Background: an optimization exercise with open tools, aiming at small area, a short achievable clock period and few clock cycles per item. Do not read the settings as production practice.
The RTL was checked by simulation tests, not by an equivalence proof against the original design.
Power figures rest on the tool's default switching activity, not on a simulated workload.

--- design/flow/config.mk ---
export PLATFORM = sky130hd
export DESIGN_NAME = bark_difference_hash_bits_core
export DESIGN_NICKNAME = bark_difference_hash_bits_core
export VERILOG_FILES = /design/flow/design.v
export SDC_FILE = /design/flow/constraint.sdc
export NUM_CORES = 4
export LEC_CHECK = 0
export CAP_MARGIN = 20
export CORE_MARGIN = 2
export CORE_UTILIZATION = 45
export SETUP_SLACK_MARGIN = 5
export SLEW_MARGIN = 20
--- design/flow/constraint.sdc ---
create_clock -name core_clock -period 9.0 [get_ports {aclk}]
set_input_delay 1.8000 -clock core_clock [delete_from_list [all_inputs] [get_ports {aclk}]]
set_output_delay 1.8000 -clock core_clock [all_outputs]
set_load 0.01 [all_outputs]
--- design/flow/design.v ---
package bdh_pkg;
    localparam int CFG_IDX_W = 2;
    typedef logic [CFG_IDX_W-1:0] cfg_idx_t;
    localparam cfg_idx_t CFG_ENERGY_THR = 2'd0;
    localparam cfg_idx_t CFG_DIFF_THR   = 2'd1;
    localparam cfg_idx_t CFG_TOGGLE_CNT = 2'd2;
    localparam int CFG_DATA_W   = 32;
    localparam int TOGGLE_CNT_W = 6;
    localparam int MAX_TOGGLES  = 32;
    localparam int BAND_W     = 32;
    localparam int HASH_W     = 32;
    localparam int RANK_W     = 5;
    localparam int S_TDATA_W  = 32;
    localparam int M_TDATA_W  = 48;
    localparam int ST_W = 3;
    typedef logic [ST_W-1:0] state_t;
    localparam state_t ST_BAND  = 3'd0;
    localparam state_t ST_CALC  = 3'd1;
    localparam state_t ST_WRITE = 3'd2;
    localparam state_t ST_SCAN  = 3'd3;
    localparam state_t ST_DRAIN = 3'd4;
    localparam state_t ST_EMIT  = 3'd5;
    localparam state_t ST_EMIT0 = 3'd6;
endpackage
module bdh_ram #(
    parameter int WIDTH  = 8,
    parameter int DEPTH  = 32,
    parameter int ADDR_W = (DEPTH > 1) ? $clog2(DEPTH) : 1
) (
    input  logic              aclk,
    input  logic              we,
    input  logic [ADDR_W-1:0] waddr,
    input  logic [WIDTH-1:0]  wdata,
    input  logic              re,
    input  logic [ADDR_W-1:0] raddr,
    output logic [WIDTH-1:0]  rdata
);
    logic [WIDTH-1:0] mem [DEPTH];
    logic [WIDTH-1:0] rdata_reg;
    always_ff @(posedge aclk) begin
        if (we) begin
            mem[waddr] <= wdata;
        end
        if (re) begin
            rdata_reg <= mem[raddr];
        end
    end
    assign rdata = rdata_reg;
endmodule
import bdh_pkg::*;
module bark_difference_hash_bits_core #(
    parameter int NUM_BANDS    = 33,
    parameter int ENERGY_WIDTH = 32
) (
    input  logic                          aclk,
    input  logic                          aresetn,
    input  logic                          cfg_valid,
    output logic                          cfg_ready,
    input  bdh_pkg::cfg_idx_t             cfg_index,
    input  logic [bdh_pkg::CFG_DATA_W-1:0] cfg_data,
    input  logic                          s_tvalid,
    output logic                          s_tready,
    input  logic [bdh_pkg::S_TDATA_W-1:0] s_tdata,    
    input  logic [0:0]                    s_tuser,    
    output logic                          m_tvalid,
    input  logic                          m_tready,
    output logic [bdh_pkg::M_TDATA_W-1:0] m_tdata,
    output logic [0:0]                    m_tuser,    
    output logic                          m_tlast     
);
    localparam int NP = 32;      
    localparam int HW = 34;      
    logic [31:0] energy_thr_reg, diff_thr_reg;
    logic [5:0]  toggle_cnt_reg;
    logic        in_v_reg;               
    logic [31:0] in_e_reg;
    logic        in_u_reg;
    logic [5:0]  band_cnt_reg;           
    logic        band0_reg;              
    logic        first_reg;
    logic [31:0] prev_e_reg;
    logic [HW-1:0] a_reg;                
    logic [NP-1:0][32:0] dq;             
    logic          st_v_reg;
    logic [HW-1:0] st_h_reg;             
    logic          st_loud_reg;
    logic [4:0]    st_idx_reg;
    logic [31:0]   hash_acc_reg;
    logic [NP-1:0][HW-1:0] sh;           
    logic [NP-1:0][4:0]    sk;           
    logic [NP-1:0][4:0]    sx;           
    logic [NP-1:0]         sc;           
    logic [NP-1:0]         mask_reg;     
    logic [NP-1:0]         lm_reg;       
    logic [NP-1:0] pl_reg;               
    logic [4:0]    h0_reg, h1_reg;       
    logic          moved_reg;            
    logic          z_reg, one_reg;       
    logic        fc_reg;                 
    logic        pend_reg;               
    logic        active_reg;             
    logic        zero_reg;               
    logic        rank0_reg;              
    logic [4:0]  rank_reg, rank1_reg;    
    logic [5:0]  left_reg;               
    logic [31:0] sort_hash_reg;
    logic        m_valid_reg;
    logic [4:0]  m_rank_reg, m_idx_reg;
    logic        m_tv_reg, m_last_reg;
    logic        q_valid_reg;            
    logic [4:0]  q_rank_reg, q_idx_reg;
    logic        q_tv_reg, q_last_reg;
    logic step, mv, ins_ok, ins, in_take;
    assign cfg_ready = 1'b1;
    assign step      = active_reg && !q_valid_reg && (!rank0_reg || !m_valid_reg);
    assign mv        = step && !zero_reg;
    assign ins_ok    = !fc_reg && (!active_reg || step);
    assign ins       = st_v_reg && ins_ok;
    assign in_take   = in_v_reg && (band0_reg || !st_v_reg || ins_ok);
    assign s_tready  = !in_v_reg || in_take;
    logic [32:0]   d_new;
    logic [HW-1:0] h_new, a_next;
    logic          loud, first_next;
    assign d_new  = {1'b0, prev_e_reg} - {1'b0, in_e_reg};
    assign h_new  = a_reg - {2'b00, in_e_reg};
    assign loud   = (prev_e_reg > energy_thr_reg) || (in_e_reg > energy_thr_reg);
    assign first_next = band0_reg ? (first_reg || in_u_reg) : first_reg;
    assign a_next = {2'b00, in_e_reg}
                  - (first_next ? {HW{1'b0}}
                                : (band0_reg ? {dq[0][32], dq[0]} : {dq[1][32], dq[1]}));
    logic h_bit;
    assign h_bit = st_loud_reg && (st_h_reg > {1'b1, 1'b0, diff_thr_reg});
    logic [NP-1:0] lt, gt;               
    genvar gn;
    generate
        for (gn = 0; gn < NP; gn++) begin : g_cmp
            assign lt[gn] = lm_reg[gn] && (sh[gn] < st_h_reg);
            assign gt[gn] = lm_reg[gn] && (st_h_reg < sh[gn]);
        end
    endgenerate
    logic [4:0] h0, h1;
    always_comb begin
        h0 = '0;
        h1 = '0;
        for (int j = 0; j < 16; j++) begin
            h0 = h0 + {4'd0, pl_reg[j]};
            h1 = h1 + {4'd0, pl_reg[16+j]};
        end
    end
    logic [4:0] ksum;                    
    assign ksum = h0_reg + h1_reg;
    logic [NP-1:0] add_at;               
    always_comb begin
        add_at = '0;
        add_at[NP-1] = !moved_reg;
        add_at[NP-2] = moved_reg;
    end
    logic [NP-1:0] cand, win, incl;
    always_comb begin
        cand = sc & mask_reg;
        incl = cand;
        for (int l = 0; l < 5; l++)
            for (int j = 0; j < NP; j++)
                if ((j >> l) & 1) incl[j] = incl[j] | incl[((j >> l) << l) - 1];
        win[0] = cand[0];
        for (int j = 1; j < NP; j++) win[j] = cand[j] && !incl[j-1];
    end
    logic [4:0] win_idx;
    always_comb begin
        win_idx = '0;
        for (int j = 0; j < NP; j++) win_idx = win_idx | (win[j] ? sx[j] : 5'd0);
    end
    logic [NP-1:0] cnext;
    always_comb begin
        for (int j = 0; j < NP; j++) cnext[j] = (sk[j] <= rank1_reg);
        if (pend_reg) cnext[NP-1] = z_reg || one_reg;
    end
    always_ff @(posedge aclk) begin
        if (s_tvalid && s_tready) begin
            in_e_reg <= s_tdata;
            in_u_reg <= s_tuser[0];
        end
        if (in_take) begin
            prev_e_reg <= in_e_reg;
            a_reg      <= a_next;
        end
        if (in_take && !band0_reg) begin
            for (int j = 0; j < NP - 1; j++) dq[j] <= dq[j+1];
            dq[NP-1]    <= d_new;
            st_h_reg    <= {~h_new[HW-1], h_new[HW-2:0]};
            st_loud_reg <= loud;
            st_idx_reg  <= band_cnt_reg[4:0] - 5'd1;
        end
        if (ins) begin
            for (int j = 0; j < NP - 1; j++) sh[j] <= sh[j+1];
            sh[NP-1] <= st_h_reg;
        end
        for (int j = 0; j < NP - 1; j++) begin
            if (mv && win[j+1]) begin
                sk[j] <= sk[0];
                sx[j] <= sx[0];
                sc[j] <= cnext[0];
            end else if (ins || (mv && mask_reg[j])) begin
                sk[j] <= sk[j+1] + {4'd0, ins && gt[j+1]} + (add_at[j+1] ? ksum : 5'd0);
                sx[j] <= sx[j+1];
                sc[j] <= cnext[j+1];
            end else begin
                if (add_at[j]) sk[j] <= sk[j] + ksum;
                if (fc_reg) sc[j] <= (sk[j] == 5'd0) && (!add_at[j] || ksum == 5'd0);
            end
        end
        if (ins) begin
            sk[NP-1] <= 5'd0;
            sx[NP-1] <= st_idx_reg;
        end else begin
            sk[NP-1] <= sk[NP-1] + (add_at[NP-1] ? ksum : 5'd0);
        end
        if (fc_reg) sc[NP-1] <= (pl_reg == '0);
        pl_reg    <= ins ? lt : '0;
        h0_reg    <= h0;
        h1_reg    <= h1;
        moved_reg <= ins;
        if (fc_reg) begin
            z_reg   <= (pl_reg == '0);
            one_reg <= (h0 + h1 == 5'd1);
        end
        if (ins) begin
            hash_acc_reg <= {hash_acc_reg[30:0], h_bit};
        end
        if (step && rank0_reg) begin
            sort_hash_reg <= hash_acc_reg;
        end
        if (!m_valid_reg || m_tready) begin
            if (q_valid_reg) begin
                m_rank_reg <= q_rank_reg;
                m_idx_reg  <= q_idx_reg;
                m_tv_reg   <= q_tv_reg;
                m_last_reg <= q_last_reg;
            end else begin
                m_rank_reg <= rank_reg;
                m_idx_reg  <= zero_reg ? 5'd0 : win_idx;
                m_tv_reg   <= !zero_reg;
                m_last_reg <= zero_reg || (left_reg == 6'd1);
            end
        end
        if (!q_valid_reg) begin
            q_rank_reg <= rank_reg;
            q_idx_reg  <= zero_reg ? 5'd0 : win_idx;
            q_tv_reg   <= !zero_reg;
            q_last_reg <= zero_reg || (left_reg == 6'd1);
        end
        if (step) begin
            rank_reg   <= rank1_reg;
            rank1_reg  <= rank1_reg + 5'd1;
            rank0_reg  <= 1'b0;
            left_reg   <= left_reg - 6'd1;
            mask_reg   <= {1'b0, mask_reg[NP-1:1]};
        end
        pend_reg <= fc_reg;
        if (fc_reg) begin
            rank_reg  <= 5'd0;
            rank1_reg <= 5'd1;
            rank0_reg <= 1'b1;
            left_reg  <= (toggle_cnt_reg > 6'd32) ? 6'd32 : toggle_cnt_reg;
            zero_reg  <= (toggle_cnt_reg == 6'd0);
            mask_reg  <= '1;
        end
        if (!aresetn) begin
            energy_thr_reg <= 32'd25600;
            diff_thr_reg   <= 32'd2560;
            toggle_cnt_reg <= '0;
            in_v_reg       <= 1'b0;
            band_cnt_reg   <= '0;
            band0_reg      <= 1'b1;
            first_reg      <= 1'b1;
            st_v_reg       <= 1'b0;
            lm_reg         <= '0;
            fc_reg         <= 1'b0;
            active_reg     <= 1'b0;
            m_valid_reg    <= 1'b0;
            q_valid_reg    <= 1'b0;
        end else begin
            if (cfg_valid) begin
                case (cfg_index)
                    CFG_ENERGY_THR: energy_thr_reg <= cfg_data;
                    CFG_DIFF_THR:   diff_thr_reg   <= cfg_data;
                    CFG_TOGGLE_CNT: toggle_cnt_reg <= cfg_data[TOGGLE_CNT_W-1:0];
                    default: ;
                endcase
            end
            if (s_tvalid && s_tready) begin
                in_v_reg <= 1'b1;
            end else if (in_take) begin
                in_v_reg <= 1'b0;
            end
            if (in_take) begin
                first_reg <= first_next;
                if (band0_reg) begin
                    band_cnt_reg <= 6'd1;
                    band0_reg    <= 1'b0;
                end else if (band_cnt_reg == 6'd32) begin
                    band_cnt_reg <= 6'd0;
                    band0_reg    <= 1'b1;
                    first_reg    <= 1'b0;
                end else begin
                    band_cnt_reg <= band_cnt_reg + 6'd1;
                end
            end
            if (in_take && !band0_reg) begin
                st_v_reg <= 1'b1;
            end else if (ins) begin
                st_v_reg <= 1'b0;
            end
            if (ins) begin
                lm_reg <= (st_idx_reg == 5'd31) ? '0 : {1'b1, lm_reg[NP-1:1]};
            end
            fc_reg <= ins && (st_idx_reg == 5'd31);
            if (!m_valid_reg || m_tready) begin
                m_valid_reg <= q_valid_reg || step;
                q_valid_reg <= 1'b0;
            end else if (step) begin
                q_valid_reg <= 1'b1;
            end
            if (step && (zero_reg || left_reg == 6'd1)) begin
                active_reg <= 1'b0;
            end
            if (fc_reg) begin
                active_reg <= 1'b1;
            end
        end
    end
    assign m_tvalid = m_valid_reg;
    assign m_tdata  = {6'd0, m_idx_reg, m_rank_reg, sort_hash_reg};
    assign m_tuser  = m_tv_reg;
    assign m_tlast  = m_last_reg;
endmodule
--- design/flow/run.sh ---
#!/bin/bash
# synth_recipe.tcl (not shown) runs the flow's synth.tcl, then flattens the netlist and writes it again
# the make line also repeats each setting of config.mk as NAME=value (left out here)
make -C /OpenROAD-flow-scripts/flow DESIGN_CONFIG=/design/flow/config.mk WORK_HOME=/design/flow/orfs CLKGATE_MAP_FILE= SYNTH_SCRIPT=/design/flow/synth_recipe.tcl finish
==> results of run 1 <==
cell type report:
type                            count  area [um2]  share of cell area
Multi-Input combinational cell   5891       49000               0.307
Timing Repair inverter              1        8.76           0.0000549
Clock inverter                    159        1600              0.0100
Tap cell                         4100        5130              0.0321
Timing Repair Buffer              404        4340              0.0272
Sequential cell                  2933       85900               0.538
Antenna cell                        9        22.5            0.000141
Clock buffer                      414        8650              0.0542
Inverter                         1325        4990              0.0313
stage by stage:
step,util,TNS (ps),std cells,power [mW],area [um2]
detailed placement,0.474,0,14500,17.1,145000
global placement,0.474,0,14500,17.1,145000
floorplan,-,-9621680,10300,16.5,138000
global route,0.523,0,15200,30.9,160000
finish,0.523,0,15200,29.9,160000
CTS,0.516,0,15200,30.1,158000
cells in the mapped netlist (all sizes together) (39+ instances only):
| cell type | instances | area share |
|---|---|---|
| a21o | 438 | 0.024 |
| xnor2 | 118 | 0.0075 |
| o211ai | 54 | 0.0029 |
| clkbuf | 143 | 0.0039 |
| mux2 | 207 | 0.017 |
| dfxtp | 219 | 0.032 |
| a21oi | 652 | 0.024 |
| nor3 | 74 | 0.0029 |
| nand2 | 645 | 0.018 |
| inv | 1324 | 0.036 |
| nor2b | 135 | 0.0061 |
| buf | 54 | 0.0024 |
| nand4 | 282 | 0.013 |
| nand2b | 76 | 0.0035 |
| nor2 | 332 | 0.0091 |
| xor2 | 91 | 0.0058 |
| ha | 1533 | 0.14 |
| a211oi | 54 | 0.0029 |
| and3 | 60 | 0.0027 |
| or4 | 39 | 0.0021 |
| o21ai | 357 | 0.013 |
| nand3 | 200 | 0.0073 |
| nor4 | 54 | 0.0027 |
| edfxtp | 2714 | 0.59 |
| o21a | 66 | 0.0036 |
worst max-delay path by stage:
stage	slack, ps	to	cells past startpoint
4_1_cts	4700	one_reg	15
3_5_place_dp	3740	sk[64]	15
3_3_place_gp	3470	sk[9]	15
6_report	4700	one_reg	15
5_1_grt	4510	one_reg	16
2_1_floorplan	-9140	first_reg	9
repair_timing:
item,4_1_cts,5_1_grt
buffers inserted,74,61
gates resized for setup,389,292
endpoints found under the setup margin,774,201
pin swaps,129,223
hold buffers,0,0
gates cloned,10,5
power by group through the flow:
stage	Combinational (mW)	Clock, mW	Sequential, mW
floorplan	1.04	0	15.5
global placement	1.60	0	15.5
detailed placement	1.67	0	15.5
CTS	1.75	13.2	15.2
global route	1.97	13.7	15.2
finish	1.79	12.9	15.2
cells by family after synthesis:
logic type / after synthesis / share of synthesized area
and+or+nand+nor: 2012 / 0.0731
other: 2 / 0.0000545
buffers and inverters: 1522 / 0.0423
DFF: 2933 / 0.623
xor gates and xnor gates: 209 / 0.0133
AOI/OAI and AO/OA: 1880 / 0.0862
muxes: 219 / 0.0180
adders and majority gates: 1564 / 0.144
metal layers:
metal	wire length (um)	vias up	track usage	share of wire
met5	10	-	0	0.000028
met4	20500	2	0.119	0.057
met3	16400	693	0.0259	0.046
met2	173000	2285	0.382	0.48
met1	148000	42300	0.285	0.41
li1	-	39300	-	-
==> flow_summary.toml, run 1 <==
[cells_and_area]
drive_above_1_share = 0.123
nNetsFinal = 12500
fillCellCount = 25600
syn_to_final_growth_pct = 15.9
largest_register_ffs = 1088
reg.largest.list = "sh: 1088 flops, dq: 1056 flops"
mostFrequentLayoutCells = "edfxtp_1 (2714), ha_1 (1436), inv_1 (1315), nand2_1 (639), a21oi_1 (577)"
layout_commonest_cell = "edfxtp_1"
top_register = "sh"

[detailed_routing]
drc = 0
ant_nets = 0
vias_per_cell = 5.55
via_count = 84600
wl_um = 358000
wl_per_cell_um = 23.5
drtIter0Drc = 6858
first_pass_iters = 9

[setup_path]
r2r-start = "pl_reg[9]"
worstPathArrival_ps = 4910
start_kind = "flop"
timing.rr.end = "one_reg"
reg2regPathDepth = 15
startpoint = "pl_reg[9]"
worstPathRequired_ps = 9610
slowest_stage = "fa_1"
path_buf_inv = 4
crit_type = "reg -> reg"
cp-end-kind = "flop"
reg2reg_slack_ps = 4700
critPathTopFamily = "adder cells"
crit_top_cell = "fa_1"
crit_path_max_incr_delay_ps = 560
worstPathMaxFanout = 3
worstPathCellList = "inv_1 -> fa_1 -> fa_1 -> fa_1 -> fa_1 -> inv_1 -> ha_2 -> inv_2 -> fa_2 -> inv_2 -> fa_2 -> a21o_1 -> a21oi_2 -> xor2_1 -> nor2_1"

[clock_tree]
cts_tree = "yes"
numCtsBuffers = 317
clock-sinks = 2933
worstSkewPairLatency_ps = 890
cts_max_level = 5
clk_pin_slew_worst_paths_ps = 60
clock-root-buffer = "clkbuf_16"
clk_path_buf_depth = 4

[floorplanning]
die_w_um = 557
die_area_mm2 = 0.311
die_height_um = 557
rows = 203
coreArea_mm2 = 0.305
ios = 125
initial_core_util = 0.451

[synth]
post_synth.cell_area_avg_um2 = 13.3
ys_async_sr_fraction = 0
synth-edff-count = 2714
synth.cell_area_mm2 = 0.138
synth_warnings = 1
yosysSeqAreaShare = 0.623
synth_cell_types = 88
synth_cells = 10300
synthFlopType = "edfxtp_1"
yosys_register_bits = 2933

[sta]
setup_violations = 0
skew_ps = 72.3
fmax_mhz = 233
hold_viol = 0
whs_ps = 401
rsz0062_at_grt = "yes"
tightest_slew_ps = 1240
worst_slack_ps = 4700
slew_headroom = 0.169
min_period_ps = 4300
final.period_utilization = 0.478
slew_viol_final = 0

[placement]
gp_congestion = 0.900
dpl_worst_slack_ps = 3740
portBuffers = 117
dp_hpwl_um = 245000

[flow_run]
maxCapViolations = 0

[global_route]
grt_pass1_wl_um = 528000
grt_antenna_before_repair = 15
grt_max_degree = 205
gr-total-overflow = 0
track_usage = 0.226
grt_pass1_vias = 86400

[power_and_ir_drop]
powerDensity_mw_per_mm2 = 187
ir_drop_mv = 0.190
pwr-share-comb = 0.060
power.share.clock = 0.432
p_int_mw = 23.2
switching_share = 0.224
power_switching_mw = 6.69
leakagePower_nw = 63.3
power.share.sequential = 0.508

[status]
outcome = "no timing/DRC/antenna violations"

[worst_hold_path]
whs_path_depth = 0
min_to = "dq[266]"
hp-start = "dq[299]"
min-delay-path-class = "reg -> reg"
Testbench counts, summed over its fixed seeds: cycles 7,800, frames 192.
==> run 2: changes to the inputs <==
--- a/design/flow/design.v
+++ b/design/flow/design.v
@@ -91,2 +91,3 @@
     logic [NP-1:0][4:0]    sx;           
+    logic [NP-1:0]         si;           
     logic [NP-1:0]         sc;           
@@ -112,10 +113,34 @@
     logic        q_tv_reg, q_last_reg;
-    logic step, mv, ins_ok, ins, in_take;
+    logic step_reg, mv_reg, ins_reg, in_take_reg;
+    logic step, mv, ins, in_take;
+    assign step    = step_reg;
+    assign mv      = mv_reg;
+    assign ins     = ins_reg;
+    assign in_take = in_take_reg;
     assign cfg_ready = 1'b1;
-    assign step      = active_reg && !q_valid_reg && (!rank0_reg || !m_valid_reg);
-    assign mv        = step && !zero_reg;
-    assign ins_ok    = !fc_reg && (!active_reg || step);
-    assign ins       = st_v_reg && ins_ok;
-    assign in_take   = in_v_reg && (band0_reg || !st_v_reg || ins_ok);
     assign s_tready  = !in_v_reg || in_take;
+    logic in_v_n, st_v_n, fc_n, active_n, m_valid_n, q_valid_n, rank0_n, zero_n, band0_n;
+    logic step_n, ins_ok_n;
+    always_comb begin
+        in_v_n    = (s_tvalid && s_tready) || (in_v_reg && !in_take);
+        st_v_n    = (in_take && !band0_reg) || (st_v_reg && !ins);
+        fc_n      = ins && (st_idx_reg == 5'd31);
+        active_n  = fc_reg || (active_reg && !(step && (zero_reg || left_reg == 6'd1)));
+        if (!m_valid_reg || m_tready) begin
+            m_valid_n = q_valid_reg || step;
+            q_valid_n = 1'b0;
+        end else begin
+            m_valid_n = m_valid_reg;
+            q_valid_n = q_valid_reg || step;
+        end
+        rank0_n   = fc_reg || (rank0_reg && !step);
+        zero_n    = fc_reg ? (toggle_cnt_reg == 6'd0) : zero_reg;
+        band0_n   = in_take ? (!band0_reg && band_cnt_reg == 6'd32) : band0_reg;
+        if (!aresetn) begin
+            in_v_n = 1'b0; st_v_n = 1'b0; fc_n = 1'b0; active_n = 1'b0;
+            m_valid_n = 1'b0; q_valid_n = 1'b0; band0_n = 1'b1;
+        end
+        step_n   = active_n && !q_valid_n && (!rank0_n || !m_valid_n);
+        ins_ok_n = !fc_n && (!active_n || step_n);
+    end
     logic [32:0]   d_new;
@@ -149,2 +174,14 @@
     end
+    logic [NP-1:0] ob_any, ob_many;
+    logic          pl_one;
+    always_comb begin
+        ob_any  = pl_reg;
+        ob_many = '0;
+        for (int l = 0; l < 5; l++)
+            for (int j = 0; j < (NP >> (l + 1)); j++) begin
+                ob_many[j] = ob_many[2*j] || ob_many[2*j+1] || (ob_any[2*j] && ob_any[2*j+1]);
+                ob_any[j]  = ob_any[2*j] || ob_any[2*j+1];
+            end
+        pl_one = ob_any[0] && !ob_many[0];
+    end
     logic [4:0] ksum;                    
@@ -174,3 +211,4 @@
     always_comb begin
-        for (int j = 0; j < NP; j++) cnext[j] = (sk[j] <= rank1_reg);
+        for (int j = 0; j < NP; j++)
+            cnext[j] = si[j] ? (sk[j] <= rank_reg) : (sk[j] <= rank1_reg);
         if (pend_reg) cnext[NP-1] = z_reg || one_reg;
@@ -200,2 +238,3 @@
                 sk[j] <= sk[0];
+                si[j] <= si[0];
                 sx[j] <= sx[0];
@@ -203,3 +242,4 @@
             end else if (ins || (mv && mask_reg[j])) begin
-                sk[j] <= sk[j+1] + {4'd0, ins && gt[j+1]} + (add_at[j+1] ? ksum : 5'd0);
+                sk[j] <= sk[j+1] + {4'd0, si[j+1]} + (add_at[j+1] ? ksum : 5'd0);
+                si[j] <= ins && gt[j+1];
                 sx[j] <= sx[j+1];
@@ -207,4 +247,7 @@
             end else begin
-                if (add_at[j]) sk[j] <= sk[j] + ksum;
-                if (fc_reg) sc[j] <= (sk[j] == 5'd0) && (!add_at[j] || ksum == 5'd0);
+                if (add_at[j]) begin
+                    sk[j] <= sk[j] + {4'd0, si[j]} + ksum;
+                    si[j] <= 1'b0;
+                end
+                if (fc_reg) sc[j] <= (sk[j] == 5'd0) && !si[j] && (!add_at[j] || ksum == 5'd0);
             end
@@ -217,2 +260,3 @@
         end
+        si[NP-1] <= 1'b0;
         if (fc_reg) sc[NP-1] <= (pl_reg == '0);
@@ -224,3 +268,3 @@
             z_reg   <= (pl_reg == '0);
-            one_reg <= (h0 + h1 == 5'd1);
+            one_reg <= pl_one;
         end
@@ -259,2 +303,6 @@
         pend_reg <= fc_reg;
+        step_reg    <= step_n;
+        mv_reg      <= step_n && !zero_n;
+        ins_reg     <= st_v_n && ins_ok_n;
+        in_take_reg <= in_v_n && (band0_n || !st_v_n || ins_ok_n);
         if (fc_reg) begin
==> design/flow/flow/run.sh (new file) <==
#!/bin/bash
set -euo pipefail
sed -e 's/SETUP_SLACK_MARGIN=[0-9.]*/SETUP_SLACK_MARGIN=6.5/' standard.sh > standard_margin.sh
grep -q 'SETUP_SLACK_MARGIN=6.5' standard_margin.sh
bash standard_margin.sh > standard_flow.log 2>&1
==> design/flow/standard.sh (new file) <==
#!/bin/bash
# synth_recipe.tcl (not shown) runs the flow's synth.tcl, then flattens the netlist and writes it again
# the make line also repeats each setting of config.mk as NAME=value (left out here)
make -C /OpenROAD-flow-scripts/flow DESIGN_CONFIG=/design/flow/config.mk WORK_HOME=/design/flow/orfs CLKGATE_MAP_FILE= SYNTH_SCRIPT=/design/flow/synth_recipe.tcl "${@:-finish}"
removed: design/flow/run.sh
==> run 2 against run 1 <==
Compared with the run above:
- power rose by 6.3%
- clock power barely moved
- sequential share of layout area fell by 3.8 points
- final cell count rose by 5.9%
- largest cell class unchanged
- synthesized cell count rose by 3.1%
- sequential power rose by 3%
- count of clock-buffer cells in the layout fell by 2
- still clean
==> flow_summary.toml, run 2 <==
[detailed_routing]
via_count = 91200
drtIter0Drc = 8356
ant_nets = 0
wl_per_cell_um = 24.0
wl_um = 387000
vias_per_cell = 5.66
first_pass_iters = 6
drc = 0

[setup_path]
crit_path_max_incr_delay_ps = 440
timing.rr.end = "a_reg[31]"
crit_type = "reg -> reg"
crit_cells = 15
worstPathMaxFanout = 20
reg2regPathDepth = 15
cp-end-kind = "flop"
worstPathRequired_ps = 9640
critPathTopFamily = "compound AO/OA/AOI/OAI gates"
r2r-start = "band0_reg"
slowest_stage = "a2111o_1"
worstPathCellList = "buf_12 -> bufbuf_16 -> mux2_2 -> nand2_1 -> ha_1 -> nor2_1 -> nor2_2 -> nor2_1 -> o21bai_2 -> and3_1 -> o31ai_4 -> a31oi_2 -> a2111o_1 -> a21oi_2 -> xnor2_1"
start_kind = "flop"
crit_top_cell = "nor2_1"
worstPathArrival_ps = 4270
path_buf_inv = 2
reg2reg_slack_ps = 5360

[clock_tree]
clk_path_buf_depth = 4
clock-sinks = 2968
cts_tree = "yes"
numCtsBuffers = 322
worstSkewPairLatency_ps = 980
cts_max_level = 5
clock-root-buffer = "clkbuf_16"
clk_pin_slew_worst_paths_ps = 60

[floorplanning]
die_w_um = 567
rows = 206
ios = 125
die_height_um = 567
initial_core_util = 0.452
die_area_mm2 = 0.321
coreArea_mm2 = 0.315

[synth]
synth_warnings = 1
yosysSeqAreaShare = 0.609
netlist_top_cells_count = "edfxtp_1 (2744), ha_1 (1690), inv_1 (1357)"
post_synth.cell_area_avg_um2 = 13.4
ys_async_sr_fraction = 0
synth_cells = 10700
synth_cell_types = 85
yosys_register_bits = 2968
synthFlopType = "edfxtp_1"
synth_top_area_share = 0.578
yosysTopAreaCell = "edfxtp_1"
synth-edff-count = 2744
ys_top_cells_by_area = "edfxtp_1 (58%), ha_1 (15%), inv_1 (3.6%)"
post-synth-top-count-cell = "edfxtp_1"
synth.cell_area_mm2 = 0.143

[global_route]
grt_antenna_before_repair = 30
grt_max_degree = 91
track_usage = 0.231
gr-total-overflow = 0
grt_pass1_wl_um = 567000
grt_pass1_vias = 92300

[cells_and_area]
top_register = "sh"
mostFrequentLayoutCells = "edfxtp_1 (2744), ha_1 (1565), inv_1 (1325), a21o_1 (490), a21oi_1 (401)"
nNetsFinal = 13500
reg.largest.list = "sh: 1088 flops, dq: 1056 flops"
syn_to_final_growth_pct = 22.1
drive_above_1_share = 0.199
largest_register_ffs = 1088
fin_util = 0.552
layout_commonest_cell = "edfxtp_1"

[power_and_ir_drop]
leakagePower_nw = 70.3
total_power_mw = 31.8
powerDensity_mw_per_mm2 = 183
ir_drop_mv = 0.235

[placement]
portBuffers = 117
gp_congestion = 0.927
dp_hpwl_um = 253000

[sta]
tightest_slew_ps = 1010
hold_viol = 0
slew_viol_final = 0
rsz0062_at_grt = "yes"
skew_ps = 122
slew_headroom = 0.321
fmax_mhz = 275
final.period_utilization = 0.404
setup_violations = 0
min_period_ps = 3640

[worst_hold_path]
whs_path_depth = 0
min-delay-path-class = "reg -> reg"
min_to = "dq[936]"
hp-start = "dq[969]"

[flow_run]
maxCapViolations = 0

[status]
outcome = "no timing/DRC/antenna violations"
## run 2: cell types whose count changed in the layout (fill, tap and decap cells not counted), moves of 56 or more
| cell | previous run | this run |
|---|---|---|
| a21boi_0 | 4 | 60 |
| nand3_1 | 185 | 127 |
| o21ai_0 | 305 | 209 |
| a21oi_1 | 577 | 401 |
| nor2_1 | 319 | 194 |
| ha_1 | 1436 | 1565 |
| buf_6 | 44 | 237 |
| buf_12 | 32 | 101 |
| buf_4 | 179 | 299 |
| nor2b_1 | 126 | 221 |
| nand2_1 | 639 | 387 |
| a21oi_2 | 61 | 139 |
## run 2: how the worst max path moves through the flow
stage	startpoint	endpoint	slack, ps
6_report	band0_reg	a_reg[31]	5360
5_1_grt	band0_reg	a_reg[32]	5280
4_1_cts	band0_reg	a_reg[32]	5390
3_5_place_dp	sc[1]	sc[26]	4550
3_3_place_gp	st_h_reg[8]	si[8]	4350
2_1_floorplan	ins_reg	si[1]	-250
## run 2: per-layer routing
layer	vias to the layer above	GRT usage	share of wire	wire [um]
li1	41800	-	-	-
met1	45800	0.327	0.44	172000
met2	2961	0.369	0.46	177000
met3	677	0.0331	0.066	25700
met4	4	0.0715	0.032	12400
met5	-	0	0.000083	32
## run 2: cell families after synthesis
group | count (synthesis) | share of synthesized area
flops | 2968 | 0.609
buf+inv | 1528 | 0.0405
compound gates | 2081 | 0.0952
fa+ha+maj | 1717 | 0.152
other cells | 2 | 0.0000527
simple gates | 1918 | 0.0710
mux | 247 | 0.0194
xor+xnor | 204 | 0.0125
## run 2: where the power goes
| part | internal [mW] | switching (mW) | total [mW] |
|---|---|---|---|
| logic | 1.34 | 1.75 | 3.09 |
| clock network | 7.37 | 5.63 | 13.0 |
| registers | 15.4 | 0.232 | 15.7 |
## run 2: cell type report
| cell class | count | area, um2 |
|---|---|---|
| Antenna cell | 9 | 22.5 |
| Timing Repair Buffer | 838 | 9820 |
| Clock buffer | 412 | 8550 |
| Multi-Input combinational cell | 6205 | 56500 |
| Tap cell | 4160 | 5200 |
| Fill cell | 25300 | 141000 |
| Inverter | 1358 | 5150 |
| Sequential cell | 2968 | 87000 |
| Clock inverter | 178 | 1850 |
## run 2: repair_timing
item | 4_1_cts | 5_1_grt
buffers inserted | 351 | 190
hold buffers | 0 | 0
setup endpoints to repair | 3001 | 1271
cloned | 41 | 28
pin swaps | 406 | 440
resized for setup | 1295 | 677
## run 2: per-stage QoR
step	cells	worst slack (ps)	TNS [ps]	cell area [um2]	hold WS, ps
floorplan	10700	-247	-37280	143000	385
global placement	14900	4350	0	150000	400
detailed placement	14900	4550	0	150000	405
CTS	15900	5390	0	169000	374
global route	16100	5280	0	174000	376
finish	16100	5360	0	174000	390
Testbench counts of run 2, summed over its fixed seeds: cycles 7,800, frames 192.
==> run 3: changes to the inputs <==
==> design/flow/run.sh (new file) <==
#!/bin/bash
# synth_recipe.tcl (not shown) runs the flow's synth.tcl, then flattens the netlist and writes it again
# the make line also repeats each setting of config.mk as NAME=value (left out here)
make -C /OpenROAD-flow-scripts/flow DESIGN_CONFIG=/design/flow/config.mk WORK_HOME=/design/flow/orfs CLKGATE_MAP_FILE= SYNTH_SCRIPT=/design/flow/synth_recipe.tcl finish
removed: design/flow/flow/run.sh
removed: design/flow/standard.sh
==> run 3 against run 2 <==
Compared with the run above:
- largest cell class unchanged
- sequential cell count is the same
- sequential power about the same
- largest power group unchanged
- synthesized cell count unchanged
- still clean on timing, DRC and antenna
- cell area decreased by 7.8%
- core utilization fell by 4.3 points
- wire length decreased by 8.7%
- worst setup slack got worse by 340 ps
- final cell count shrank 3.7%
==> flow_summary.toml, run 3 <==
[setup_path]
slowest_stage = "a221oi_1"
critPathTopFamily = "compound AO/OA/AOI/OAI gates"
worstPathArrival_ps = 4580
crit_path_max_incr_delay_ps = 520
startpoint = "mask_reg[0]"
start_kind = "flop"
r2r-start = "mask_reg[0]"
worstPathCellList = "and2_1 -> nor2_1 -> a221o_1 -> a221oi_1 -> o211ai_1 -> a221o_1 -> a221oi_2 -> nand4_1 -> a221oi_1 -> a21oi_1"
worstPathRequired_ps = 9600
cp-end-kind = "flop"
worstPathMaxFanout = 9
crit_type = "reg -> reg"
path_buf_inv = 0

[sta]
slew_headroom = 0.210
worst_slack_ps = 5020
rsz0062_at_grt = "yes"
whs_ps = 387
fin_setup_tns_ps = 0
final.period_utilization = 0.442
min_period_ps = 3980
skew_ps = 116
slew_viol_final = 0
fmax_mhz = 252
tightest_slew_ps = 1180
setup_violations = 0
hold_viol = 0

[clock_tree]
clk_path_buf_depth = 4
cts_max_level = 5
worstSkewPairLatency_ps = 980
clock-root-buffer = "clkbuf_16"
cts_tree = "yes"
numCtsBuffers = 322
clk_pin_slew_worst_paths_ps = 60
clock-sinks = 2968

[detailed_routing]
via_count = 86600
drc = 0
first_pass_iters = 9
vias_per_cell = 5.58
ant_nets = 0
wl_per_cell_um = 22.8
drtIter0Drc = 7542
wl_um = 353000

[synth]
yosys_register_bits = 2968
ys_async_sr_fraction = 0
synthFlopType = "edfxtp_1"
synth_cells = 10700
post_synth.cell_area_avg_um2 = 13.4
synth_warnings = 1
synth.cell_area_mm2 = 0.143
synth_cell_types = 85
synth_top_area_share = 0.578
post-synth-top-count-cell = "edfxtp_1"
synth-edff-count = 2744
yosysTopAreaCell = "edfxtp_1"
ys_top_cells_by_area = "edfxtp_1 (58%), ha_1 (15%), inv_1 (3.6%)"
yosysSeqAreaShare = 0.609
netlist_top_cells_count = "edfxtp_1 (2744), ha_1 (1690), inv_1 (1357)"

[cells_and_area]
fillCellCount = 26600
final_cell_count_no_fill = 15500
largest_register_ffs = 1088
mostFrequentLayoutCells = "edfxtp_1 (2744), ha_1 (1690), inv_1 (1357), a21oi_1 (554), a21o_1 (490)"
reg.largest.list = "sh: 1088 flops, dq: 1056 flops"
top_register = "sh"
drive_above_1_share = 0.0844
layout_commonest_cell = "edfxtp_1"
nNetsFinal = 12900
syn_to_final_growth_pct = 12.6
design_area_mm2 = 0.161

[global_route]
grt_pass1_wl_um = 535000
gr-usage-met3 = 0.0272
gr-usage-met2 = 0.346
use_met1 = 0.308
grt_pass1_vias = 88800
track_usage = 0.216
grt_max_degree = 181
grt_antenna_before_repair = 23
busiest_layer = "met2"
gr-total-overflow = 0

[floorplanning]
die_area_mm2 = 0.321
die_w_um = 567
initial_core_util = 0.452
rows = 206
die_height_um = 567
ios = 125
coreArea_mm2 = 0.315

[power_and_ir_drop]
power.share.clock = 0.420
power.share.sequential = 0.507
powerDensity_mw_per_mm2 = 193
power_switching_mw = 7.24
pwr-share-comb = 0.073
switching_share = 0.234
p_int_mw = 23.7
leakagePower_nw = 65.3
ir_drop_mv = 0.235

[status]
outcome = "no timing/DRC/antenna violations"

[placement]
portBuffers = 117
dp_hpwl_um = 253000
gp_congestion = 0.927
numPlacedInstances = 14900
dpl_worst_slack_ps = 4550
post_dp_cell_area_mm2 = 0.150

[worst_hold_path]
hp-start = "dq[969]"
min-delay-path-class = "reg -> reg"

[flow_run]
maxCapViolations = 0
run 3: kinds of logic after synthesis:
family                   count (synthesis)  synth area share
flip-flops                            2968             0.609
AND/OR/NAND/NOR                       1918            0.0710
XOR/XNOR                               204            0.0125
other                                    2         0.0000527
adder cells (fa/ha/maj)               1717             0.152
AO/OA/AOI/OAI                         2081            0.0952
multiplexers                           247            0.0194
buffers and inverters                 1528            0.0405
run 3: cell type report:
type | instances | area, um2 | share of cell area
diodes | 3 | 7.51 | 0.0000468
clock buffers | 412 | 8550 | 0.0532
clock inverters | 178 | 1850 | 0.0115
inverters | 1358 | 5100 | 0.0317
multi-input cells | 6174 | 50300 | 0.313
flip-flops and latches | 2968 | 86900 | 0.541
well taps | 4160 | 5200 | 0.0324
repair buffers | 276 | 2690 | 0.0167
run 3: path summary, 6_finish.rpt:
check / to / slack (ps) / cells past startpoint
max: m_idx_reg[3] / 5020 / 10
min: dq[936] / 390 / 0
max reg2reg: m_idx_reg[3] / 5020 / 10
min reg2reg: dq[936] / 390 / 0
run 3: what timing repair did:
item	in CTS	in global routing
endpoints found under the setup margin	179	91
pin swaps	2	4
gates cloned	1	2
setup buffers	10	5
hold buffers	0	0
resized for setup	15	32
run 3: power groups by stage:
stage                     Combinational [mW]  Sequential [mW]  Clock (mW)
after floorplan                         1.34             16.0           0
after global placement                  2.12             16.0           0
after detailed placement                2.21             16.0           0
after CTS                               2.25             15.7        13.3
after global routing                    2.52             15.7        13.8
final                                   2.26             15.7        13.0
run 3: routing by layer:
metal / vias to the layer above / routed length (um) / share of wire
li1: 40500 / - / -
met2: 2417 / 162000 / 0.46
met3: 588 / 19700 / 0.056
met4: 4 / 10600 / 0.030
met5: - / 38 / 0.00011
met1: 43100 / 161000 / 0.46
run 3: stage by stage:
step / total power [mW] / utilization
floorplan: 17.4 / -
global placement: 18.1 / 0.475
detailed placement: 18.2 / 0.475
CTS: 31.2 / 0.509
global route: 32.0 / 0.509
finish: 30.9 / 0.509
==> run 4: changes to the inputs <==
==> design/flow/flow/run.sh (new file) <==
#!/bin/bash
set -euo pipefail
sed -e 's/SETUP_SLACK_MARGIN=[0-9.]*/SETUP_SLACK_MARGIN=5.8/' standard.sh > standard_margin.sh
grep -q 'SETUP_SLACK_MARGIN=5.8' standard_margin.sh
bash standard_margin.sh > standard_flow.log 2>&1
==> design/flow/standard.sh (new file) <==
#!/bin/bash
# synth_recipe.tcl (not shown) runs the flow's synth.tcl, then flattens the netlist and writes it again
# the make line also repeats each setting of config.mk as NAME=value (left out here)
make -C /OpenROAD-flow-scripts/flow DESIGN_CONFIG=/design/flow/config.mk WORK_HOME=/design/flow/orfs CLKGATE_MAP_FILE= SYNTH_SCRIPT=/design/flow/synth_recipe.tcl "${@:-finish}"
removed: design/flow/run.sh
==> run 4 against run 3 <==
Compared with the run above:
- still clean
- cell area grew 3.5%
- worst hold slack gained 1.5 ps
- core utilization grew 1.8 points
- via count grew 2.3%
- first-iteration DRC count grew 6.2%
- worst setup slack gained 450 ps
- critical path depth grew 4
- clock power is essentially flat
- critical endpoint is now a_reg[31]
- largest cell class unchanged
==> flow_summary.toml, run 4 <==
[global_route]
gr-usage-met3 = 0.0277
grt_antenna_before_repair = 23
track_usage = 0.221
use_met1 = 0.315
gr-total-overflow = 0
gr-usage-met2 = 0.354
busiest_layer = "met2"
grt_pass1_vias = 90100
grt_pass1_wl_um = 545000
grt_max_degree = 174

[synth]
synthFlopType = "edfxtp_1"
synth_cells = 10700
yosys_register_bits = 2968
yosysTopAreaCell = "edfxtp_1"
ys_top_cells_by_area = "edfxtp_1 (58%), ha_1 (15%), inv_1 (3.6%)"
synth_cell_types = 85
synth.cell_area_mm2 = 0.143
synth_warnings = 1
synth-edff-count = 2744
post_synth.cell_area_avg_um2 = 13.4
synth_top_area_share = 0.578
post-synth-top-count-cell = "edfxtp_1"
netlist_top_cells_count = "edfxtp_1 (2744), ha_1 (1690), inv_1 (1357)"
ys_async_sr_fraction = 0
yosysSeqAreaShare = 0.609

[floorplanning]
ios = 125
rows = 206
die_height_um = 567
coreArea_mm2 = 0.315
die_w_um = 567
initial_core_util = 0.452
die_area_mm2 = 0.321

[placement]
dp_hpwl_um = 253000
dpl_worst_slack_ps = 4550
portBuffers = 117
gp_congestion = 0.927

[sta]
whs_ps = 389
slew_viol_final = 0
fmax_mhz = 284
tightest_slew_ps = 1120
rsz0062_at_grt = "yes"
final.period_utilization = 0.392
slew_headroom = 0.251
hold_viol = 0
worst_slack_ps = 5480
min_period_ps = 3520
setup_violations = 0
skew_ps = 122

[detailed_routing]
first_pass_iters = 6
drtIter0Drc = 8010
wl_um = 367000
wl_per_cell_um = 23.3
drc = 0
vias_per_cell = 5.62
via_count = 88600
ant_nets = 0

[setup_path]
worstPathCellList = "buf_12 -> mux2_4 -> nand2_4 -> ha_4 -> nor2b_4 -> o31a_1 -> o21ai_2 -> a21oi_2 -> o31a_1 -> o31ai_4 -> a31oi_2 -> a2111o_1 -> a21oi_2 -> xnor2_1"
crit_path_max_incr_delay_ps = 440
path_buf_inv = 1
reg2reg_slack_ps = 5480
slowest_stage = "a2111o_1"
worstPathRequired_ps = 9640
worstPathArrival_ps = 4160
r2r-start = "band0_reg"
start_kind = "flop"
reg2regPathDepth = 14
critPathTopFamily = "compound AO/OA/AOI/OAI gates"
timing.rr.end = "a_reg[31]"
cp-end-kind = "flop"
worstPathMaxFanout = 7
crit_type = "reg -> reg"

[power_and_ir_drop]
leakagePower_nw = 67.3
ir_drop_mv = 0.236
powerDensity_mw_per_mm2 = 188

[clock_tree]
numCtsBuffers = 322
clock-root-buffer = "clkbuf_16"
cts_max_level = 5
clock-sinks = 2968
worstSkewPairLatency_ps = 980
cts_tree = "yes"
clk_pin_slew_worst_paths_ps = 60
clk_path_buf_depth = 4

[worst_hold_path]
min-delay-path-class = "reg -> reg"
hp-start = "dq[969]"
min_to = "dq[936]"
whs_path_depth = 0

[cells_and_area]
layout_commonest_cell = "edfxtp_1"
drive_above_1_share = 0.145
top_register = "sh"
reg.largest.list = "sh: 1088 flops, dq: 1056 flops"
nNetsFinal = 13100
mostFrequentLayoutCells = "edfxtp_1 (2744), ha_1 (1612), inv_1 (1330), a21o_1 (490), a21oi_1 (483)"
syn_to_final_growth_pct = 16.5
largest_register_ffs = 1088

[flow_run]
maxCapViolations = 0

[status]
outcome = "no timing/DRC/antenna violations"
[run 4: cell counts after synthesis]
No cell type changed its count.
[run 4: worst reg2reg max path, stage by stage, from the launching register on]
cell,delay (ps)
dfxtp_4,390
buf_12,150
mux2_4,320
nand2_4,70
ha_4,190
nor2b_4,120
o31a_1,260
o21ai_2,190
a21oi_2,110
o31a_1,380
o31ai_4,250
a31oi_2,140
a2111o_1,440
a21oi_2,170
xnor2_1,80
[run 4: cell type report]
cell class	count	area (um2)
fill	26100	149000
sequential	2968	87000
multi-input combinational	6182	53200
clock buffer	412	8550
timing repair buffer	510	5230
tap	4160	5200
inverter	1358	5110
clock inverter	178	1850
antenna	6	15.0
[run 4: power by group]
group	total [mW]	switching [mW]	internal (mW)	leakage [nW]
sequential	15.7	0.227	15.4	26.9
clock	13.0	5.61	7.37	5.00
combinational	2.58	1.56	1.02	35.5
[run 4: per-stage QoR]
step,instances,power (mW),instance area (um2),utilization,setup TNS [ps]
after floorplan,10700,17.4,143000,-,-37280
after global placement,14900,18.1,150000,0.475,0
after detailed placement,14900,18.2,150000,0.475,0
after CTS,15700,31.4,163000,0.518,0
after global routing,15800,32.3,166000,0.527,0
final,15800,31.2,166000,0.527,0
[run 4: worst max path at each step]
stage / startpoint / end / depth (start not counted)
after floorplan: ins_reg / si[1] / 4
after global placement: st_h_reg[8] / si[8] / 13
after detailed placement: sc[1] / sc[26] / 9
after CTS: band0_reg / a_reg[32] / 16
after global routing: band0_reg / a_reg[32] / 16
final: band0_reg / a_reg[31] / 14
[run 4: cells by family (layout without fill, tap and decap cells)]
logic type,Yosys count,count (layout),share of synthesized area
flops,2968,2968,0.609
compound gates,2081,2081,0.0952
simple gates,1918,1926,0.0710
fa+ha+maj,1717,1717,0.152
buf+inv,1528,2458,0.0405
mux,247,247,0.0194
xor+xnor,204,204,0.0125
other cells,2,13,0.0000527
[run 4: per-layer routing]
metal | up-vias | part of all wire
met2 | 2555 | 0.46
met5 | - | 0.00023
met1 | 44400 | 0.45
li1 | 41000 | -
met3 | 642 | 0.061
met4 | 10 | 0.032
[run 4: timing repair]
| item | in CTS | in global routing |
|---|---|---|
| hold endpoints to repair | 0 | 0 |
| cloned | 10 | 12 |
| pin swaps | 145 | 242 |
| hold buffers | 0 | 0 |
| setup endpoints to repair | 1909 | 618 |
| gates resized for setup | 632 | 424 |
| setup buffers | 137 | 101 |
==> run 5: changes to the inputs <==
--- a/design/flow/design.v
+++ b/design/flow/design.v
@@ -162,3 +162,3 @@
             assign lt[gn] = lm_reg[gn] && (sh[gn] < st_h_reg);
-            assign gt[gn] = lm_reg[gn] && (st_h_reg < sh[gn]);
+            assign gt[gn] = lm_reg[gn] && !(sh[gn] < st_h_reg) && !(sh[gn] == st_h_reg);
         end
--- a/design/flow/config.mk
+++ b/design/flow/config.mk
@@ -10,2 +10,5 @@
 export CORE_UTILIZATION = 45
+export CTS_BUF_LIST = sky130_fd_sc_hd__clkbuf_8
+export CTS_CLUSTER_DIAMETER = 50
+export CTS_CLUSTER_SIZE = 16
 export SETUP_SLACK_MARGIN = 5
==> run 5 against run 4 <==
Compared with the run above:
- still clean
- final cell count decreased by 6.0%
- die area decreased by 2.4%
- non-clock buffer count increased by 54
- largest cell class unchanged
- highest routed layer is now met4
==> flow_summary.toml, run 5 <==
[status]
outcome = "no timing/DRC/antenna violations"

[synth]
ys_async_sr_fraction = 0
synth_top_area_share = 0.592
yosysSeqAreaShare = 0.624
yosysTopAreaCell = "edfxtp_1"
netlist_top_cells_count = "edfxtp_1 (2744), ha_1 (1690), a21o_1 (517)"
post_synth.cell_area_avg_um2 = 14.4
synth_cells = 9687
post-synth-top-count-cell = "edfxtp_1"
yosys_register_bits = 2968
ys_top_cells_by_area = "edfxtp_1 (59%), ha_1 (15%), dfxtp_1 (3.2%)"
synth.cell_area_mm2 = 0.139
synth_warnings = 1
synth_cell_types = 83
synth-edff-count = 2744
synthFlopType = "edfxtp_1"

[cells_and_area]
reg.largest.list = "sh: 1088 flops, dq: 1056 flops"
syn_to_final_growth_pct = 16.1
drive_above_1_share = 0.182
largest_register_ffs = 1088
layout_commonest_cell = "edfxtp_1"
fin_util = 0.524
top_register = "sh"
mostFrequentLayoutCells = "edfxtp_1 (2744), ha_1 (1590), a21o_1 (517), nand2_1 (453), a21oi_1 (406)"
nNetsFinal = 12200
final_cell_count_no_fill = 14800

[detailed_routing]
ant_nets = 0
vias_per_cell = 5.70
wl_per_cell_um = 23.2
drtIter0Drc = 6407
drc = 0
wl_um = 344000
via_count = 84500
first_pass_iters = 9

[global_route]
grt_antenna_before_repair = 6
grt_pass1_wl_um = 510000
gr-total-overflow = 0
track_usage = 0.211
grt_max_degree = 203
grt_pass1_vias = 87400

[setup_path]
worstPathRequired_ps = 9740
critPathTopFamily = "compound AO/OA/AOI/OAI gates"
worstPathCellList = "buf_12 -> a21oi_4 -> buf_12 -> nand2_2 -> ha_4 -> o21a_1 -> o21ai_2 -> and2_4 -> a2111oi_4 -> o2111ai_4 -> a211o_1 -> a31oi_1 -> o21ai_1 -> nand2b_1 -> a211oi_1"
cp-end-kind = "flop"
crit_top_cell = "buf_12"
worstPathMaxFanout = 8
crit_type = "reg -> reg"
reg2reg_slack_ps = 5460
start_kind = "flop"
path_buf_inv = 2
crit_path_max_incr_delay_ps = 470
slowest_stage = "a2111oi_4"
worstPathArrival_ps = 4280

[clock_tree]
numCtsBuffers = 340
hold_buffers = 0
cts_tree = "yes"
clock-sinks = 2968
clk_pin_slew_worst_paths_ps = 90
clock-root-buffer = "clkbuf_8"
worstSkewPairLatency_ps = 1100
cts_max_level = 5
clk_path_buf_depth = 4

[floorplanning]
die_height_um = 560
rows = 204
die_w_um = 560
die_area_mm2 = 0.314
initial_core_util = 0.451
ios = 125
coreArea_mm2 = 0.308

[sta]
setup_violations = 0
min_period_ps = 3540
skew_ps = 122
slew_viol_final = 0
hold_viol = 0
whs_ps = 377
slew_headroom = 0.255
tightest_slew_ps = 1120
fmax_mhz = 282
final.period_utilization = 0.394
rsz0062_at_grt = "yes"
worst_slack_ps = 5460

[power_and_ir_drop]
leakagePower_nw = 61.9
total_power_mw = 28.6
ir_drop_mv = 0.155
powerDensity_mw_per_mm2 = 177

[worst_hold_path]
min-delay-path-class = "reg -> reg"

[placement]
portBuffers = 117
dp_hpwl_um = 228000
numPlacedInstances = 13800
dpl_worst_slack_ps = 4040
gp_congestion = 0.900

[flow_run]
maxCapViolations = 0
[run 5: changes by cell type in the layout (fill, tap and decap cells not counted), moves of 33 or more]
cell / delta
o21ai_0: -36
clkbuf_1: -76
nand2_1: +39
a21oi_1: -77
clkbuf_8: +340
inv_6: +33
clkbuf_16: -326
clkinv_4: +33
o21a_1: +62
inv_1: -996
clkinv_1: -40
[run 5: cells by family (layout without fill, tap and decap cells)]
kind of cell,Yosys count,count (layout),synth area share
DFF,2968,2968,0.624
buffers and inverters,529,1529,0.0147
xor gates and xnor gates,203,203,0.0128
other,2,11,0.0000540
and+or+nand+nor,1918,1931,0.0724
muxes,249,249,0.0199
AOI/OAI and AO/OA,2101,2101,0.100
adders and majority gates,1717,1717,0.156
[run 5: final cells by class]
cell class              count  area [um2]
fillers                 25500      147000
flip-flops and latches   2968       87000
multi-input cells        6208       54500
repair buffers            564        5920
well taps                4120        5150
clock buffers             352        4840
clock inverters           266        2870
inverters                 347        1350
diodes                      4        10.0
[run 5: what timing repair did]
| item | CTS | global route |
|---|---|---|
| setup endpoints to repair | 979 | 692 |
| resized for setup | 794 | 465 |
| gates cloned | 18 | 15 |
| pin swaps | 199 | 283 |
| setup buffers | 172 | 153 |
[run 5: report_power, final]
part / internal, mW / switching (mW) / leakage (nW)
sequential: 15.4 / 0.245 / 26.9
combinational: 1.08 / 1.50 / 31.1
clock: 4.88 / 5.50 / 3.93
total: 21.4 / 7.24 / 61.9
[run 5: worst paths after layout]
path	from	to	cells past startpoint
setup / recovery	band0_reg	a_reg[33]	15
setup reg to reg	band0_reg	a_reg[33]	15
hold / removal	dq[106]	dq[73]	0
hold reg to reg	dq[106]	dq[73]	0
[run 5: worst register-to-register path: cells and delay by family, from the launching register on]
family,cells,cell delay (ps)
compound gates,9,1950
fa+ha+maj,1,290
buf+inv,2,310
flops,1,360
simple gates,3,340
[run 5: through the flow]
step | setup TNS, ps | area [um2]
6_report | 0 | 162000
3_3_place_gp | 0 | 146000
4_1_cts | 0 | 158000
5_1_grt | 0 | 162000
3_5_place_dp | 0 | 146000
2_1_floorplan | -37560 | 139000
[run 5: metal layers]
metal  global-route usage  share of wire
met1                0.270           0.42
met2                0.354           0.47
met3               0.0272          0.048
met4                0.106          0.056
met5                    0              0
Testbench counts of run 5, summed over its fixed seeds: cycles 7,800, frames 192.
==> run 6: changes to the inputs <==
==> design/flow/flow/run.sh (replaced) <==
#!/bin/bash
set -euo pipefail
sed -e 's/SETUP_SLACK_MARGIN=[0-9.]*/SETUP_SLACK_MARGIN=5.5/' standard.sh > standard_margin.sh
grep -q 'SETUP_SLACK_MARGIN=5.5' standard_margin.sh
bash standard_margin.sh > standard_flow.log 2>&1
==> run 6 against run 5 <==
Compared with the run above:
- die area stayed put
- sequential cell count stayed put
- critical path depth stayed put
- largest power group unchanged
- count of clock-buffer cells in the layout stayed put
- worst setup slack worse by 84 ps
- via count is 1.8% lower
- combinational power is 12% lower
- register-to-register slack worse by 80 ps
- clock power hardly changed
- first-iteration DRC count is 1.5% lower
- area after synthesis stayed put
- cell area is 3.4% lower
==> flow_summary.toml, run 6 <==
[synth]
synth_top_area_share = 0.592
yosysTopAreaCell = "edfxtp_1"
synth-edff-count = 2744
synth.cell_area_mm2 = 0.139
synthFlopType = "edfxtp_1"
netlist_top_cells_count = "edfxtp_1 (2744), ha_1 (1690), a21o_1 (517)"
yosysSeqAreaShare = 0.624
ys_async_sr_fraction = 0
post-synth-top-count-cell = "edfxtp_1"
synth_cell_types = 83
ys_top_cells_by_area = "edfxtp_1 (59%), ha_1 (15%), dfxtp_1 (3.2%)"
synth_warnings = 1
synth_cells = 9687
yosys_register_bits = 2968
post_synth.cell_area_avg_um2 = 14.4

[power_and_ir_drop]
ir_drop_mv = 0.155
powerDensity_mw_per_mm2 = 181
leakagePower_nw = 60.1

[setup_path]
slowest_stage = "a2111oi_4"
worstPathArrival_ps = 4360
path_buf_inv = 2
reg2regPathDepth = 15
cp-end-kind = "flop"
r2r-start = "band0_reg"
timing.rr.end = "a_reg[33]"
worstPathCellList = "buf_12 -> buf_4 -> mux2_2 -> nand2_2 -> ha_4 -> o21a_1 -> o21ai_2 -> and2_4 -> a2111oi_4 -> o2111ai_4 -> a211o_1 -> a31oi_1 -> o21ai_1 -> nand2b_1 -> a211oi_1"
worstPathRequired_ps = 9730
crit_path_max_incr_delay_ps = 490
worstPathMaxFanout = 5
crit_type = "reg -> reg"
start_kind = "flop"
reg2reg_slack_ps = 5370
critPathTopFamily = "compound AO/OA/AOI/OAI gates"

[flow_run]
maxCapViolations = 0

[cells_and_area]
top_register = "sh"
mostFrequentLayoutCells = "edfxtp_1 (2744), ha_1 (1666), a21o_1 (517), nand2_1 (475), a21oi_1 (470)"
reg.largest.list = "sh: 1088 flops, dq: 1056 flops"
design_area_mm2 = 0.156
syn_to_final_growth_pct = 12.2
drive_above_1_share = 0.131
nNetsFinal = 12000
fillCellCount = 26000
layout_commonest_cell = "edfxtp_1"
largest_register_ffs = 1088

[detailed_routing]
vias_per_cell = 5.68
drc = 0
drtIter0Drc = 6309
ant_nets = 0
wl_per_cell_um = 22.7
wl_um = 332000
via_count = 83000
first_pass_iters = 6

[sta]
whs_ps = 371
rsz0062_at_grt = "yes"
slew_headroom = 0.243
hold_viol = 0
final.period_utilization = 0.403
worst_slack_ps = 5370
skew_ps = 117
slew_viol_final = 0
fmax_mhz = 276
min_period_ps = 3630
setup_violations = 0
tightest_slew_ps = 1140

[clock_tree]
cts_tree = "yes"
clock-root-buffer = "clkbuf_8"
hold_buffers = 0
clk_pin_slew_worst_paths_ps = 90
numCtsBuffers = 340
worstSkewPairLatency_ps = 1080
cts_max_level = 5
clock-sinks = 2968
clk_path_buf_depth = 4

[placement]
gp_congestion = 0.900
post_dp_cell_area_mm2 = 0.146
dp_hpwl_um = 228000
portBuffers = 117
dpl_worst_slack_ps = 4040

[floorplanning]
coreArea_mm2 = 0.308
die_area_mm2 = 0.314
die_w_um = 560
initial_core_util = 0.451
die_height_um = 560
rows = 204
ios = 125

[worst_hold_path]
whs_path_depth = 0
min_to = "dq[73]"
hp-start = "dq[106]"
min-delay-path-class = "reg -> reg"

[status]
outcome = "no timing/DRC/antenna violations"

[global_route]
grt_antenna_before_repair = 9
grt_max_degree = 203
gr-total-overflow = 0
grt_pass1_vias = 86300
grt_pass1_wl_um = 498000
track_usage = 0.205
## run 6: changes by cell type in the layout (fill, tap and decap cells not counted), moves of 29 or more
cell / change
buf_6: -70
o21ai_2: -29
a21oi_1: +64
a21oi_2: -59
buf_12: -30
ha_4: -76
o21ai_0: +58
buf_4: -98
ha_1: +76
## run 6: worst max path at each step
stage,from,to,slack (ps),depth (start not counted)
final,band0_reg,a_reg[33],5370,15
after global routing,sc[2],sc[19],5280,10
after CTS,in_take_reg,s_tready,5360,3
after detailed placement,sc[0],sc[28],4040,10
after global placement,band0_reg,a_reg[32],4180,16
after floorplan,ins_reg,si[3],-270,5
## run 6: cell type report
cell class | instances | area (um2) | area share
sequential | 2968 | 86900 | 0.557
clock inverter | 266 | 2870 | 0.0184
antenna | 4 | 10.0 | 0.0000641
clock buffer | 352 | 4840 | 0.0310
timing repair buffer | 348 | 3390 | 0.0217
multi-input combinational | 6196 | 51600 | 0.331
tap | 4120 | 5150 | 0.0330
inverter | 347 | 1320 | 0.00848
## run 6: cell families after synthesis
family | Yosys count | synth area share
flops | 2968 | 0.624
compound gates | 2101 | 0.100
simple gates | 1918 | 0.0724
fa+ha+maj | 1717 | 0.156
buf+inv | 529 | 0.0147
mux | 249 | 0.0199
xor+xnor | 203 | 0.0128
other cells | 2 | 0.0000540
## run 6: power by group
group / leakage, nW / internal [mW] / switching (mW)
combinational: 29.3 / 0.906 / 1.37
sequential: 26.8 / 15.4 / 0.243
clock: 3.93 / 4.88 / 5.48
## run 6: timing repair
action	in CTS	in global routing
resized for setup	406	159
hold endpoints to repair	0	0
buffers inserted	59	59
pin swaps	44	70
endpoints found under the setup margin	690	605
cloned	7	5
## run 6: stage by stage
| stage | utilization | setup TNS [ps] | std cells | power (mW) |
|---|---|---|---|---|
| floorplan | - | -37560 | 9692 | 17.4 |
| global placement | 0.473 | 0 | 13800 | 18.0 |
| detailed placement | 0.473 | 0 | 13800 | 18.1 |
| CTS | 0.502 | 0 | 14500 | 28.6 |
| global route | 0.506 | 0 | 14600 | 29.4 |
| finish | 0.506 | 0 | 14600 | 28.3 |
## run 6: routing by layer
| layer | track usage | up-vias | routed length [um] |
|---|---|---|---|
| met5 | 0 | - | 0 |
| met4 | 0.0958 | 0 | 15800 |
| met3 | 0.0281 | 684 | 15900 |
| met2 | 0.353 | 2098 | 162000 |
| met1 | 0.257 | 41400 | 139000 |
| li1 | - | 38800 | - |
==> run 7: changes to the inputs <==
==> design/flow/flow/run.sh (replaced) <==
#!/bin/bash
set -euo pipefail
sed -e 's/SETUP_SLACK_MARGIN=[0-9.]*/SETUP_SLACK_MARGIN=5.3/' standard.sh > standard_margin.sh
grep -q 'SETUP_SLACK_MARGIN=5.3' standard_margin.sh
bash standard_margin.sh > standard_flow.log 2>&1
==> run 7 against run 6 <==
Compared with the run above:
- still clean on timing, DRC and antenna
- count of clock-buffer cells in the layout did not move
- wire length shrank 1.4%
- power fell by 0.35%
- critical path type unchanged
==> flow_summary.toml, run 7 <==
[status]
outcome = "no timing/DRC/antenna violations"

[synth]
ys_top_cells_by_area = "edfxtp_1 (59%), ha_1 (15%), dfxtp_1 (3.2%)"
ys_async_sr_fraction = 0
synthFlopType = "edfxtp_1"
synth_top_area_share = 0.592
synth-edff-count = 2744
netlist_top_cells_count = "edfxtp_1 (2744), ha_1 (1690), a21o_1 (517)"
synth_cells = 9687
synth_cell_types = 83
post-synth-top-count-cell = "edfxtp_1"
yosysSeqAreaShare = 0.624
yosys_register_bits = 2968
synth.cell_area_mm2 = 0.139
post_synth.cell_area_avg_um2 = 14.4
synth_warnings = 1
yosysTopAreaCell = "edfxtp_1"

[sta]
tightest_slew_ps = 1150
min_period_ps = 3670
final.period_utilization = 0.408
skew_ps = 120
fin_setup_tns_ps = 0
slew_headroom = 0.233
rsz0062_at_grt = "yes"
hold_viol = 0
slew_viol_final = 0
setup_violations = 0
fmax_mhz = 273

[placement]
gp_congestion = 0.900
dp_hpwl_um = 228000
portBuffers = 117
numPlacedInstances = 13800

[clock_tree]
clk_pin_slew_worst_paths_ps = 90
clock-root-buffer = "clkbuf_8"
cts_tree = "yes"
cts_max_level = 5
numCtsBuffers = 340
worstSkewPairLatency_ps = 1080
clock-sinks = 2968
clk_path_buf_depth = 4
hold_buffers = 0

[floorplanning]
rows = 204
coreArea_mm2 = 0.308
ios = 125
die_height_um = 560
die_w_um = 560
die_area_mm2 = 0.314
initial_core_util = 0.451

[worst_hold_path]
whs_path_depth = 0
min-delay-path-class = "reg -> reg"

[setup_path]
worstPathRequired_ps = 9730
reg2regPathDepth = 14
crit_type = "reg -> reg"
worstPathMaxFanout = 15
start_kind = "flop"
worstPathArrival_ps = 4390
cp-end-kind = "flop"

[power_and_ir_drop]
power.share.clock = 0.367
leakagePower_nw = 59.5
powerDensity_mw_per_mm2 = 182
switching_share = 0.250
ir_drop_mv = 0.154
power_switching_mw = 7.06
power.share.sequential = 0.555
pwr-share-comb = 0.077
p_int_mw = 21.2

[cells_and_area]
final_cell_count_no_fill = 14500
top_register = "sh"
largest_register_ffs = 1088
fillCellCount = 26100
mostFrequentLayoutCells = "edfxtp_1 (2744), ha_1 (1685), a21o_1 (517), a21oi_1 (489), nand2_1 (480)"
syn_to_final_growth_pct = 11.2
register_area_mm2 = 0.0869
drive_above_1_share = 0.108
multi_input_area_mm2 = 0.0510
nNetsFinal = 11900
layout_commonest_cell = "edfxtp_1"
reg.largest.list = "sh: 1088 flops, dq: 1056 flops"

[global_route]
busiest_layer = "met2"
use_met1 = 0.253
grt_pass1_vias = 86100
grt_antenna_before_repair = 8
gr-usage-met3 = 0.0270
track_usage = 0.203
gr-total-overflow = 0
grt_pass1_wl_um = 494000
grt_max_degree = 203
gr-usage-met2 = 0.351

[detailed_routing]
vias_per_cell = 5.68
drtIter0Drc = 6007
wl_um = 327000
first_pass_iters = 8
ant_nets = 0
wl_per_cell_um = 22.5
via_count = 82400
drc = 0

[flow_run]
maxCapViolations = 0
## run 7: area by class of cell
cell class	instances	area share
Inverter	347	0.00849
Multi-Input combinational cell	6196	0.330
Sequential cell	2968	0.562
Clock buffer	352	0.0313
Tap cell	4120	0.0333
Clock inverter	266	0.0185
Antenna cell	3	0.0000485
Timing Repair Buffer	260	0.0168
## run 7: critical path: stages, from the launching register on
cell	delay, ps
dfxtp_4	360
buf_12	150
a21oi_4	190
buf_6	150
bufbuf_16	290
nand2_1	90
ha_4	320
nand3_2	120
a2111oi_4	500
o2111ai_4	210
a211o_1	390
a31oi_1	230
o21ai_0	110
nand2b_1	120
a211oi_1	90
## run 7: through the flow
stage | area [um2] | hold slack, ps | utilization | total power [mW] | worst slack (ps)
finish | 155000 | 371 | 0.502 | 28.2 | 5330
global route | 155000 | 386 | 0.502 | 29.3 | 5150
CTS | 154000 | 369 | 0.500 | 28.5 | 5300
detailed placement | 146000 | 405 | 0.473 | 18.1 | 4040
global placement | 146000 | 400 | 0.473 | 18.0 | 4180
floorplan | 139000 | 373 | - | 17.4 | -267
## run 7: kinds of logic (layout without fill, tap and decap cells)
| group | Yosys count | after routing | synth area share |
|---|---|---|---|
| AO/OA/AOI/OAI | 2101 | 2101 | 0.100 |
| multiplexers | 249 | 249 | 0.0199 |
| adder cells (fa/ha/maj) | 1717 | 1717 | 0.156 |
| AND/OR/NAND/NOR | 1918 | 1919 | 0.0724 |
| other | 2 | 10 | 0.0000540 |
| flip-flops | 2968 | 2968 | 0.624 |
| buffers and inverters | 529 | 1225 | 0.0147 |
| XOR/XNOR | 203 | 203 | 0.0128 |
## run 7: power groups by stage
stage | Combinational [mW] | Sequential, mW | Clock, mW
2_1_floorplan | 1.36 | 16.0 | 0
3_3_place_gp | 1.99 | 16.0 | 0
3_5_place_dp | 2.09 | 16.0 | 0
4_1_cts | 2.15 | 15.7 | 10.7
5_1_grt | 2.43 | 15.7 | 11.2
6_report | 2.18 | 15.7 | 10.4
## run 7: worst paths after layout
check | startpoint | endpoint | slack, ps
max | band0_reg | a_reg[33] | 5330
min | dq[106] | dq[73] | 370
max reg2reg | band0_reg | a_reg[33] | 5330
min reg2reg | dq[106] | dq[73] | 370
## run 7: metal layers
layer / vias up / part of all wire
li1: 38600 / -
met1: 41100 / 0.42
met2: 2079 / 0.49
met3: 682 / 0.046
met4: 2 / 0.049
met5: - / 0.000040
## run 7: timing repair
action	4_1_cts	5_1_grt
hold endpoints to repair	0	0
gates resized for setup	168	73
setup buffers	19	17
pin swaps	20	27
gates cloned	4	2
setup endpoints to repair	518	257

[static timing again, ports no longer ideal]
How much do the figures lean on ideal ports? The routed layouts below were timed once more, with nothing changed but the port constraints. Step 1: set_driving_cell puts a clkbuf_16 on aclk and a buf_2 on each other input, an assumption about the parent block. Step 2 also shifts input and output timing later by t, the mid clock arrival at the registers, as if the neighbouring blocks saw the same clock. a / b / c = ideal / step 1 / step 2; a / b = the first two.
| run | t, ns | slack for setup (ns) |
|---|---|---|
| run 1 | 0.964 | 4.699 / 4.699 / 4.698 |
| run 2 | 1.012 | 5.362 / 5.362 / 5.362 |
| run 3 | 1.011 | 5.024 / 5.024 / 5.011 |
| run 4 | 1.009 | 5.476 / 5.476 / 4.971 |
| run 5 | 1.129 | 5.455 / 5.379 / 5.054 |
| run 6 | 1.115 | 5.371 / 5.371 / 5.045 |
| run 7 | 1.117 | 5.331 / 5.330 / 5.055 |
After both steps every run listed still meets setup and hold.
